Source: an optimization exercise on an open RTL-to-GDS flow (aim: small area, a short achievable clock period and few clock cycles per item). Production flows keep margins and buffers that such runs may drop.
At most, simulation tests tie the RTL to the original design; equivalence was not proved.
Power figures rest on the tool's default switching activity, not on a simulated workload.

Design bellmanFordTop, start of the top module:
module bellmanFordTop (
    input  logic                          clock,
    input  logic                          reset,
    input  logic                          start,
    input  bellmanFordPkg::nodeId_t       source,
    input  bellmanFordPkg::nodeId_t       destination,
    input  bellmanFordPkg::nodeId_t       nodeCount,
    output logic                          graphReadEnable,
    output bellmanFordPkg::graphAddress_t graphAddress,
    input  bellmanFordPkg::graphLine_t    graphData,
    output logic                          outWriteEnable,
    output bellmanFordPkg::graphAddress_t outAddress,
    output bellmanFordPkg::distance_t     outData,
    output logic                          busy,
    output logic                          finish,
    output logic                          negCycle
);
Size in the first run: ~4,500 cells after synthesis, roughly 880 flip-flops, roughly 42,000 sq um of cells after synthesis.
export LEC_CHECK = 0
export ABC_AREA = 1
export CAP_MARGIN = 20
export CORE_MARGIN = 2
export CORE_UTILIZATION = 40
export CTS_CLUSTER_DIAMETER = 90
export CTS_CLUSTER_SIZE = 20
export SETUP_SLACK_MARGIN = 5.0
export SLEW_MARGIN = 20
export TNS_END_PERCENT = 100
create_clock -name core_clock -period 8.0 [get_ports {clock}]
run.sh (not shown) runs the stock make flow with config.mk's settings and CLKGATE_MAP_FILE= SYNTH_SCRIPT=/design/flow/synth_recipe.tcl, a recipe that flattens the netlist after the stock synthesis.
Testbench counts at the start, summed over its fixed seeds: cycles 17,065, queries 96.
Edit:
--- a/flow/design.v
+++ b/flow/design.v
@@ -29,15 +29,13 @@
     typedef enum logic [2:0] {F_WAIT, F_IDXW, F_IDX, F_ADJW, F_FIRST, F_LINE, F_GAP} fetch_t;
     typedef enum logic [1:0] {R_CONT, R_ADJY, R_IDX} req_t;
     state_t st;
     fetch_t fst;
     logic [4:0] srcR, dstR;
     logic [5:0] passCnt, passLimit;
-    logic [3:1] bTh;
-    logic [3:0] thermo;
-    assign thermo = {bTh, 1'b1};
+    logic [1:0] bT;
     logic [5:0] procCnt;
     logic       phase2;
     logic [2:0] quiet;
     logic [1:0] raiseWait;
     localparam logic [5:0] PHASE1_NODES = 6'd60;
     logic [DW-1:0] distT [1:NN];
@@ -82,21 +80,23 @@
     assign negDetect = bValid && !bInit && (bCand < -13'sd960);
     assign fwdB = improve && (bNode == pAddr);
     assign fwdC = cValid && (cNode == pAddr);
     logic signed [DW-1:0] fDist;
     assign fDist    = fwdB ? bCand : fwdC ? cCand : pDist;
     logic [NN:1] elig, hiM, mR, oh1, oh2;
+    logic [3:0]  bTh;
+    assign bTh = {bT == 2'd3, bT >= 2'd2, bT >= 2'd1, 1'b1};
     logic        anyHi, anyD, mWrap, mDirty, selDirty, below1, below2;
     logic [4:0]  n1, n2, selR, sel2R;
     logic        selAny, selPair, selWrap;
     always_comb
     begin
         for (int i = 1; i <= NN; i++)
         begin
             elig[i] = dirty[i] && (distT[i][DW-1]
-                      || ((|distT[i][DW-2:6]) ? bTh[3] : thermo[distT[i][5:4]]));
+                      || ((|distT[i][DW-2:6]) ? bTh[3] : bTh[distT[i][5:4]]));
             hiM[i] = elig[i] && (6'(i) >= pos);
         end
         anyHi = |hiM;
         anyD  = |dirty;
     end
     always_ff @(posedge clock)
@@ -173,15 +173,16 @@
                         else if (canIdx)
                             issueIdx = 1'b1;
                     end
                 F_WAIT:
                     if (canIdx) issueIdx = 1'b1;
                     else if (!anyD && !aValid && !bValid && !cValid && waitPrev) doneNow = 1'b1;
-                    else if (!phase2 && !selAny && selDirty && raiseWait == 2'd0) raiseT = 1'b1;
                 default: ;
             endcase
+            if (!phase2 && !selAny && selDirty && raiseWait == 2'd0)
+                raiseT = 1'b1;
         end
         negPass = issueIdx && selWrap && phase2 && (passCnt == passLimit);
     end
     logic issueNode;
     assign issueNode = issueIdx && !negPass;
     logic                 idle;
@@ -288,13 +289,14 @@
                 quiet <= 3'd0;
             if (raiseWait != 2'd0)
                 raiseWait <= raiseWait - 2'd1;
             if (raiseT)
             begin
                 raiseWait <= 2'd2;
-                bTh <= {bTh[2:1], 1'b1};
+                if (bT != 2'd3)
+                    bT <= bT + 2'd1;
             end
             aValid <= 1'b0;
             duRd <= 1'b0;
             du2Rd <= 1'b0;
             bValid <= aValid;
             bInit <= 1'b0;
@@ -317,13 +319,13 @@
                     fst <= F_WAIT;
                     if (start)
                     begin
                         srcR <= source[4:0];
                         dstR <= destination[4:0];
                         passLimit <= {1'b0, nodeCount[4:0]} + 6'd1;
-                        bTh <= 3'b001;
+                        bT <= 2'd1;
                         procCnt <= '0;
                         phase2 <= 1'b0;
                         negCycle <= 1'b0;
                         passCnt <= 6'd1;
                         bValid <= 1'b1;
                         bInit <= 1'b1;
@@ -359,13 +361,13 @@
                             passCnt <= passCnt + 6'd1;
                         if (!phase2)
                             procCnt <= procCnt + 6'd1;
                         if (!phase2 && procCnt == PHASE1_NODES)
                         begin
                             phase2 <= 1'b1;
-                            bTh <= 3'b111;
+                            bT <= 2'd3;
                             passCnt <= 6'd1;
                         end
                     end
                     if (issueY)
                     begin
                         graphReadEnable <= 1'b1;
=> Synthesized cell count is lower by about 1.2%; critical path depth goes up by 6; combinational power drops by 3.0%; sequential power barely changes; power came out lower by 1.0%; die area decreases by 0.38%; clock power climbs by about 1%; sequential cell count decreases by 1.
Function not checked in the second run of this note: the RTL went through the layout flow alone.

---

== main ==
Another version of the RTL of bellmanFordTop (not shown whole).
Size in the first run: ~4,400 cells after synthesis, about 880 flip-flops, roughly 200 I/O pins, ~42,000 um2 of cells after synthesis.
// bellmanFordTop
module bellmanFordTop (
    input  logic                          clock,
    input  logic                          reset,
    input  logic                          start,
    input  bellmanFordPkg::nodeId_t       source,
    input  bellmanFordPkg::nodeId_t       destination,
    input  bellmanFordPkg::nodeId_t       nodeCount,
    output logic                          graphReadEnable,
    output bellmanFordPkg::graphAddress_t graphAddress,
    input  bellmanFordPkg::graphLine_t    graphData,
    output logic                          outWriteEnable,
    output bellmanFordPkg::graphAddress_t outAddress,
    output bellmanFordPkg::distance_t     outData,
    output logic                          busy,
    output logic                          finish,
    output logic                          negCycle
);
==> flow/config.mk <==
export PLATFORM = sky130hd
export DESIGN_NAME = bellmanFordTop
export DESIGN_NICKNAME = bellmanFordTop
export VERILOG_FILES = /design/flow/design.v
export SDC_FILE = /design/flow/constraint.sdc
export NUM_CORES = 4
export LEC_CHECK = 0
export ABC_AREA = 1
export CAP_MARGIN = 20
export CORE_MARGIN = 2
export CORE_UTILIZATION = 40
export CTS_CLUSTER_DIAMETER = 90
export CTS_CLUSTER_SIZE = 20
export SETUP_SLACK_MARGIN = 5.0
export SLEW_MARGIN = 20
export TNS_END_PERCENT = 100
==> flow/constraint.sdc <==
create_clock -name core_clock -period 8.0 [get_ports {clock}]
set_input_delay 1.6000 -clock core_clock [delete_from_list [all_inputs] [get_ports {clock}]]
set_output_delay 1.6000 -clock core_clock [all_outputs]
set_load 0.01 [all_outputs]
Testbench counts of main, summed over its fixed seeds: cycles 17,161, queries 96.
What the feature branch does differently from main at the input level:
diff --git a/flow/design.v b/flow/design.v
--- a/flow/design.v
+++ b/flow/design.v
@@ -28,19 +28,18 @@
     typedef enum logic [2:0] {S_IDLE, S_RUN, S_PD, S_PN, S_PE, S_FIN} state_t;
     typedef enum logic [2:0] {F_WAIT, F_IDXW, F_IDX, F_ADJW, F_FIRST, F_LINE, F_GAP} fetch_t;
     typedef enum logic [1:0] {R_CONT, R_ADJY, R_IDX} req_t;
     state_t st;
     fetch_t fst;
     logic [4:0] srcR, dstR;
     logic [5:0] passCnt, passLimit;
-    logic [1:0] bT;
+    logic [2:0] bT;
     logic [5:0] procCnt;
     logic       phase2;
-    logic [2:0] quiet;
-    logic [1:0] raiseWait;
+    logic [1:0] quiet, raiseWait;
     localparam logic [5:0] PHASE1_NODES = 6'd60;
     logic [DW-1:0] distT [1:NN];
     logic [4:0]    predT [1:NN];
     logic [NN:1]   dirty;
     logic                 aValid, duRd;
     logic [4:0]           pAddr;
     logic signed [7:0]    aW;
@@ -78,25 +77,25 @@
     assign improve = bValid && (bInit || (bCand < bTD));
     assign negDetect = bValid && !bInit && (bCand < -13'sd960);
     assign fwdB = improve && (bNode == pAddr);
     assign fwdC = cValid && (cNode == pAddr);
     logic signed [DW-1:0] fDist;
     assign fDist    = fwdB ? bCand : fwdC ? cCand : pDist;
     logic [NN:1] elig, hiM, mR, oh1, oh2;
-    logic [3:0]  bTh;
-    assign bTh = {bT == 2'd3, bT >= 2'd2, bT >= 2'd1, 1'b1};
+    logic [2:0]  bucket [1:NN];
     logic        anyHi, anyD, mWrap, mDirty, selDirty, below1, below2;
     logic [4:0]  n1, n2, selR, sel2R;
     logic        selAny, selPair, selWrap;
     always_comb
     begin
         for (int i = 1; i <= NN; i++)
         begin
-            elig[i] = dirty[i] && (distT[i][DW-1]
-                      || ((|distT[i][DW-2:6]) ? bTh[3] : bTh[distT[i][5:4]]));
+            bucket[i] = distT[i][DW-1] ? 3'd0
+                      : (|distT[i][DW-2:7]) ? 3'd7 : distT[i][6:4];
+            elig[i] = dirty[i] && (phase2 || bucket[i] <= bT);
             hiM[i] = elig[i] && (6'(i) >= pos);
         end
         anyHi = |hiM;
         anyD  = |dirty;
     end
     always_ff @(posedge clock)
     begin
@@ -141,15 +140,15 @@
         slotW    = graphData[112 - 16*slot +: 8];
     end
     logic [7:0] lFirst;
     assign lFirst = graphData[119:112];
     logic issueIdx, issueCont, issueAdjY, negPass, doneNow, raiseT, canIdx;
     always_comb
     begin
-        canIdx = selAny && (!selWrap || !phase2 || (fst == F_WAIT && quiet == 3'd3));
+        canIdx = selAny && (!selWrap || !phase2 || (fst == F_WAIT && quiet == 2'd3));
         raiseT = 1'b0;
         issueIdx  = 1'b0;
         issueCont = 1'b0;
         issueAdjY = 1'b0;
         doneNow   = 1'b0;
         if (st == S_RUN)
         begin
@@ -277,25 +276,25 @@
         else
         begin
             graphReadEnable <= 1'b0;
             outWriteEnable <= 1'b0;
             finish <= 1'b0;
             issueY <= 1'b0;
             switchY <= 1'b0;
-            if (quiet != 3'd3)
-                quiet <= quiet + 3'd1;
+            if (quiet != 2'd3)
+                quiet <= quiet + 2'd1;
             if (fst != F_WAIT || aValid || bValid || cValid)
-                quiet <= 3'd0;
+                quiet <= 2'd0;
             if (raiseWait != 2'd0)
                 raiseWait <= raiseWait - 2'd1;
             if (raiseT)
             begin
                 raiseWait <= 2'd2;
-                if (bT != 2'd3)
-                    bT <= bT + 2'd1;
+                if (bT != 3'd7)
+                    bT <= bT + 3'd1;
             end
             aValid <= 1'b0;
             duRd <= 1'b0;
             du2Rd <= 1'b0;
             bValid <= aValid;
             bInit <= 1'b0;
             cValid <= improve;
@@ -316,15 +315,15 @@
                 begin
                     fst <= F_WAIT;
                     if (start)
                     begin
                         srcR <= source[4:0];
                         dstR <= destination[4:0];
                         passLimit <= {1'b0, nodeCount[4:0]} + 6'd1;
-                        bT <= 2'd1;
+                        bT <= 3'd1;
                         procCnt <= '0;
                         phase2 <= 1'b0;
                         negCycle <= 1'b0;
                         passCnt <= 6'd1;
                         bValid <= 1'b1;
                         bInit <= 1'b1;
                         procNode <= source[4:0];
@@ -357,15 +356,14 @@
                         if (selWrap && phase2)
                             passCnt <= passCnt + 6'd1;
                         if (!phase2)
                             procCnt <= procCnt + 6'd1;
                         if (!phase2 && procCnt == PHASE1_NODES)
                         begin
                             phase2 <= 1'b1;
-                            bT <= 2'd3;
                             passCnt <= 6'd1;
                         end
                     end
                     if (issueY)
                     begin
                         graphReadEnable <= 1'b1;
                         graphAddress <= bellmanFordPkg::graphAddress_t'(yNode);
## What came out
Result: PASS for each of main and the feature branch. Delta (the feature branch minus main): sequential share of layout area lost 2.2 points, met3 wire length saw a decrease, final design area excluding fillers increased by 4.5% relative to the old numbers, post-cts resize count higher, routed wire length shows an increase of 3.3%. Between main and the feature branch, number of global-route vias before repair increased.
Function not checked in the feature branch: the RTL went through the layout flow alone.

---

Setup of v25:
Another version of the RTL of bellmanFordTop (not shown whole).
Size in the first run: roughly 4,500 cells after synthesis, roughly 880 flip-flops, about 0.042 mm2 of cells after synthesis.
Settings: LEC_CHECK=0, ABC_AREA=1, CAP_MARGIN=20, CORE_MARGIN=2, CORE_UTILIZATION=40, CTS_CLUSTER_DIAMETER=90, CTS_CLUSTER_SIZE=20, SETUP_SLACK_MARGIN=5.0, SLEW_MARGIN=20, TNS_END_PERCENT=100; clock period 8.0 ns.
The inputs of v21 differ from those of v25 as listed below.
--- a/flow/design.v
+++ b/flow/design.v
@@ -60,14 +60,15 @@
     logic signed [DW-1:0] du2;
     logic                 du2Rd;
     logic [2:0] slot;
     logic [7:0] rem;
     logic       reqPend;
     req_t       reqKind;
     logic [5:0] outCnt;
+    logic       waitPrev;
     logic [DW-1:0] outWord;
     assign outData = {{(16-DW){outWord[DW-1]}}, outWord};
     logic signed [DW-1:0] pDist;
     logic [4:0]           pPred;
     assign pDist    = distT[pAddr];
     assign pPred    = predT[pAddr];
     logic improve, negDetect, fwdB, fwdC;
@@ -170,19 +171,18 @@
                         if (curIsX && yPair)
                             issueAdjY = 1'b1;
                         else if (canIdx)
                             issueIdx = 1'b1;
                     end
                 F_WAIT:
                     if (canIdx) issueIdx = 1'b1;
-                    else if (!anyD && !aValid && !bValid && !cValid) doneNow = 1'b1;
+                    else if (!anyD && !aValid && !bValid && !cValid && waitPrev) doneNow = 1'b1;
+                    else if (!phase2 && !selAny && selDirty && raiseWait == 2'd0) raiseT = 1'b1;
                 default: ;
             endcase
-            if (!phase2 && !selAny && selDirty && raiseWait == 2'd0)
-                raiseT = 1'b1;
         end
         negPass = issueIdx && selWrap && phase2 && (passCnt == passLimit);
     end
     logic issueNode;
     assign issueNode = issueIdx && !negPass;
     logic                 idle;
     logic signed [DW-1:0] wDist;
@@ -228,15 +228,15 @@
     always_comb
     begin
         pAddrNext = slotNode;
         if (st == S_RUN && fst == F_IDX)
             pAddrNext = yNode;
         if (st == S_RUN && fst == F_ADJW)
             pAddrNext = selNode;
-        if (doneNow || st == S_PD)
+        if ((st == S_RUN && fst == F_WAIT) || st == S_PD)
             pAddrNext = dstR;
         if (st == S_PN)
             pAddrNext = pPred;
     end
     always_ff @(posedge clock)
     begin
         pAddr <= pAddrNext;
@@ -336,14 +336,15 @@
                         pos <= {1'b0, source[4:0]} + 6'd1;
                         graphReadEnable <= 1'b1;
                         graphAddress <= bellmanFordPkg::graphAddress_t'(source[4:0]);
                         reqPend <= 1'b0;
                         fst <= F_IDXW;
                         st <= S_RUN;
                         busy <= 1'b1;
+                        waitPrev <= 1'b0;
                     end
                 end
                 S_RUN:
                 begin
                     if (issueNode)
                     begin
                         graphReadEnable <= 1'b1;
@@ -483,17 +484,28 @@
                                 else
                                     fst <= F_WAIT;
                             end
                         end
                         default:
                             fst <= F_WAIT;
                     endcase
+                    waitPrev <= fst == F_WAIT;
                     if (doneNow)
                     begin
-                        st <= S_PD;
+                        outWriteEnable <= 1'b1;
+                        outCnt <= 6'd0;
+                        outAddress <= '0;
+                        outWord <= (pDist == UNREACHED) ? '1 : pDist;
+                        if (pDist != UNREACHED)
+                            st <= S_PN;
+                        else
+                        begin
+                            finish <= 1'b1;
+                            st <= S_FIN;
+                        end
                     end
                     if (negDetect || negPass)
                     begin
                         negCycle <= 1'b1;
                         finish <= 1'b1;
                         graphReadEnable <= 1'b0;
                         aValid <= 1'b0;
==> run summary <==
- In the reports for v21 and v25, the smaller final setup slack of the worst path belongs to v21.
- v21: number of detailed-route iterations in the first pass 3 below v25
- Delta (v21 minus v25): part of the total power dissipated in the clock network rose 0.5 points, pin count of the biggest net entering global routing rose 5, slew of the pin with the lowest slew margin fell 0.057 ns, sum of met3 wire segment lengths after detailed routing fell 2.1 mm, number of gates resized after cts rose 12.
- On post-synthesis adder-cell area fraction, v21 tracks v25 almost exactly.
- Comparing v21 and v25, the higher cell leakage power is on v25.
- Looking at worst hold slack, v21 sits 0.0092 ns above v25.
- Compare v21 and v25 | starting density of the core lower: v21
- Capturing instance or port of the critical path: mR[4]$_DFF_P_ -> v25, mR[2]$_DFF_P_ -> v21
No run of this note included a check of the RTL's function; only the layout flow was run.

static timing again, ports no longer ideal:
Ports are ideal in the flow. The routed layouts listed here were re-timed in OpenROAD.
Step 1 (the two cells are an assumption about what drives the block):
set clk [get_ports {clock}]
set_driving_cell -lib_cell sky130_fd_sc_hd__clkbuf_16 $clk
set_driving_cell -lib_cell sky130_fd_sc_hd__buf_2 [delete_from_list [all_inputs] $clk]
Step 2, shift: input delay + t, output delay - t, t = (earliest + latest rising clock arrival at the registers) / 2. This alone moves slack from input paths to output paths.
a / b / c = ideal ports / drivers / drivers and shift; a / b = the first two.
run | t, ns | setup slack, ns | hold WS [ns] | worst register clock-pin slew, ns
the first run of note 1 | 0.714 | 5.037 / 4.962 / 4.398 | 0.339 / 0.339 / 0.339 | 0.09 / 0.09
the second run of note 1 | 0.720 | 4.905 / 4.905 / 4.311 | 0.342 / 0.342 / 0.342 | 0.10 / 0.10
main | 0.720 | 5.018 / 4.951 / 4.397 | 0.340 / 0.340 / 0.340 | 0.10 / 0.10
the feature branch | 0.764 | 4.881 / 4.820 / 4.365 | 0.327 / 0.327 / 0.327 | 0.10 / 0.10
v25 | 0.731 | 4.965 / 4.965 / 4.396 | 0.327 / 0.327 / 0.327 | 0.10 / 0.10
v21 | 0.754 | 4.903 / 4.903 / 4.308 | 0.336 / 0.336 / 0.336 | 0.09 / 0.09
After both steps every run listed still meets setup and hold. The setup slack of the first run of note 1, which loses most, moves by -0.075 ns with the drivers and by -0.639 ns with both steps.
